This is an optimization exercise on Yosys and OpenROAD, whose aim is small area, a short achievable clock period and few clock cycles per item, not a production implementation.
Only simulation tests tie the RTL to the original design; equivalence was not proved.
No activity file was given, so power comes from the tool's default toggle rates.

== north ==
==> flow/design.v (excerpt) <==
module bounded_ordered_list_engine_top (
	input  logic               clk,
	input  logic               arst_n,
	input  logic               start,
	output logic               busy,
	input  logic [2:0]         req_type,
	input  logic [4:0]         position,
	input  logic signed [31:0] value,
	output logic               done,
	output logic [2:0]         status,
	output logic signed [31:0] out_value,
	output logic [4:0]         out_position,
	output logic [4:0]         removed_count,
	output logic [4:0]         entry_count
);
export LEC_CHECK = 0
export ABC_AREA = 1
export CAP_MARGIN = 20
export CORE_MARGIN = 2
export CORE_UTILIZATION = 25
export PLACE_DENSITY = 0.45
export SLEW_MARGIN = 20
create_clock -name core_clock -period 20.0 [get_ports {clk}]
standard.sh (not shown) runs the stock make flow with config.mk's settings and CLKGATE_MAP_FILE= SYNTH_SCRIPT=/design/flow/synth_recipe.tcl, a recipe that flattens the netlist after the stock synthesis.
==> flow/flow/run.sh <==
#!/bin/bash
# The standard layout (the standard.sh: standard synthesis, then ORFS
# floorplan to finish), with timing repair asked to leave extra setup slack
# so that the layout is sized for a shorter period than the 20 ns it is
# constrained to. Clock period, I/O delays and loads stay the design's.
set -euo pipefail
export SETUP_SLACK_MARGIN=$(cat flow/margin)
bash standard.sh > standard_flow.log 2>&1
==> flow/flow/margin <==
13
Testbench counts of north, summed over its fixed seeds: cycles 16,171, items 16,000.
What south does differently from north at the input level:
==> flow/flow/margin <==
14
==> results.txt <==
- A worst-path cell with the longest stage delay of sky130_fd_sc_hd__clkdlybuf4s50_1 is what north shows, while sky130_fd_sc_hd__nor4b_4 belongs to south.
- Compare north and south | fraction of area in multi-input gates higher: north
- Setup slack of the critical path after layout improves in south relative to north.
- Between north and south, the maximum number of pins on one net before global-route repair is higher for north.
- According to the power report, total power for south is higher than for north.
- Of north and south, the run reporting the lower relative contribution of the clock network to total power was south.
- south vs. north: critical path depth in cells has increased, non-filler instance count after layout rose by about 2.3%, critical path data arrival time -0.69 ns, first-pass GRT wire length +14%.


bounded_ordered_list_engine_top, a different RTL version from the one above (not shown whole).
Size: about 7500 cells after synthesis, about 730 flip-flops, about 52000 um^2 of cells after synthesis.
==> flow/config.mk <==
export PLATFORM = sky130hd
export DESIGN_NAME = bounded_ordered_list_engine_top
export DESIGN_NICKNAME = bounded_ordered_list_engine_top
export VERILOG_FILES = /design/flow/design.v
export SDC_FILE = /design/flow/constraint.sdc
export NUM_CORES = 4
export LEC_CHECK = 0
export ABC_AREA = 1
export CAP_MARGIN = 20
export CORE_MARGIN = 2
export CORE_UTILIZATION = 30
export CTS_BUF_LIST = sky130_fd_sc_hd__clkbuf_8
export PLACE_DENSITY = 0.55
export SLEW_MARGIN = 20
==> flow/constraint.sdc <==
create_clock -name core_clock -period 20.0 [get_ports {clk}]
set_input_delay 4.0000 -clock core_clock [delete_from_list [all_inputs] [get_ports {clk}]]
set_output_delay 4.0000 -clock core_clock [all_outputs]
set_load 0.01 [all_outputs]
==> flow/flow/run.sh <==
#!/bin/bash
# The standard layout (the standard.sh: standard synthesis, then ORFS
# floorplan to finish), with two changes to how it is made:
# - timing repair is asked to leave extra setup slack (flow/margin, in ns), so
#   that the layout is sized for a shorter period than the 20 ns it is
#   constrained to;
# - the port buffers are plain buffers (buf_4) rather than the delay cells
#   buffer_ports picks by default.
# Clock period, I/O delays, loads and every other setting stay the design's.
set -euo pipefail
export SETUP_SLACK_MARGIN=$(cat flow/margin)
export BUFFER_PORTS_ARGS="-buffer_cell sky130_fd_sc_hd__buf_4"
bash standard.sh > standard_flow.log 2>&1
==> flow/flow/margin <==
14
Testbench counts at the start, summed over its fixed seeds: cycles 16,171, items 16,000.
Change:
==> flow/flow/margin (replaced) <==
13.5
Settings changed: CORE_UTILIZATION 30 to 25, CTS_BUF_LIST sky130_fd_sc_hd__clkbuf_8 to unset, PLACE_DENSITY 0.55 to 0.45.
The new run passed the timing, DRC and antenna checks.
Flip-flop and latch count does not change.
Routed wire length is higher by a little under a tenth.
Die area climbs by about a fifth.
Design area increases slightly.
Area after synthesis is unchanged.
Worst setup slack gets worse by 330 ps.
Non-clock buffer count is lower by 52.

-- separate check: timing with driven ports --
In the flow no input, the clock included, has a driving cell. The finished layouts below were timed again as built, in two steps. Step 1, drivers: a clkbuf_16 drives clk and a buf_2 each remaining input, both assumed. Step 2 moves the port delays by t, midway between the first and last clock arrival at a register: inputs arrive t later, outputs are due t later. That takes back most of the time a late clock gives input paths. Slacks: ideal ports / drivers / drivers and shift; pairs: ideal ports / drivers.
| run | t (ns) | slack for setup (ns) | worst setup path at the end | latest minus earliest clock arrival (ns) |
|---|---|---|---|---|
| north | 0.822 | 12.962 / 13.019 / 12.198 | input to register | 0.035 / 0.035 |
| south | 0.847 | 13.772 / 13.791 / 12.944 | input to register | 0.048 / 0.048 |
| the first run of note 2 | 1.008 | 13.652 / 13.652 / 12.689 | input to register | 0.097 / 0.097 |
| the second run of note 2 | 0.868 | 13.324 / 13.251 / 12.383 | input to register | 0.051 / 0.052 |
After both steps setup and hold are still met in every run listed. The setup slack of the first run of note 2, which loses most, moves by 0.000 ns with the drivers and by -0.963 ns with both steps.
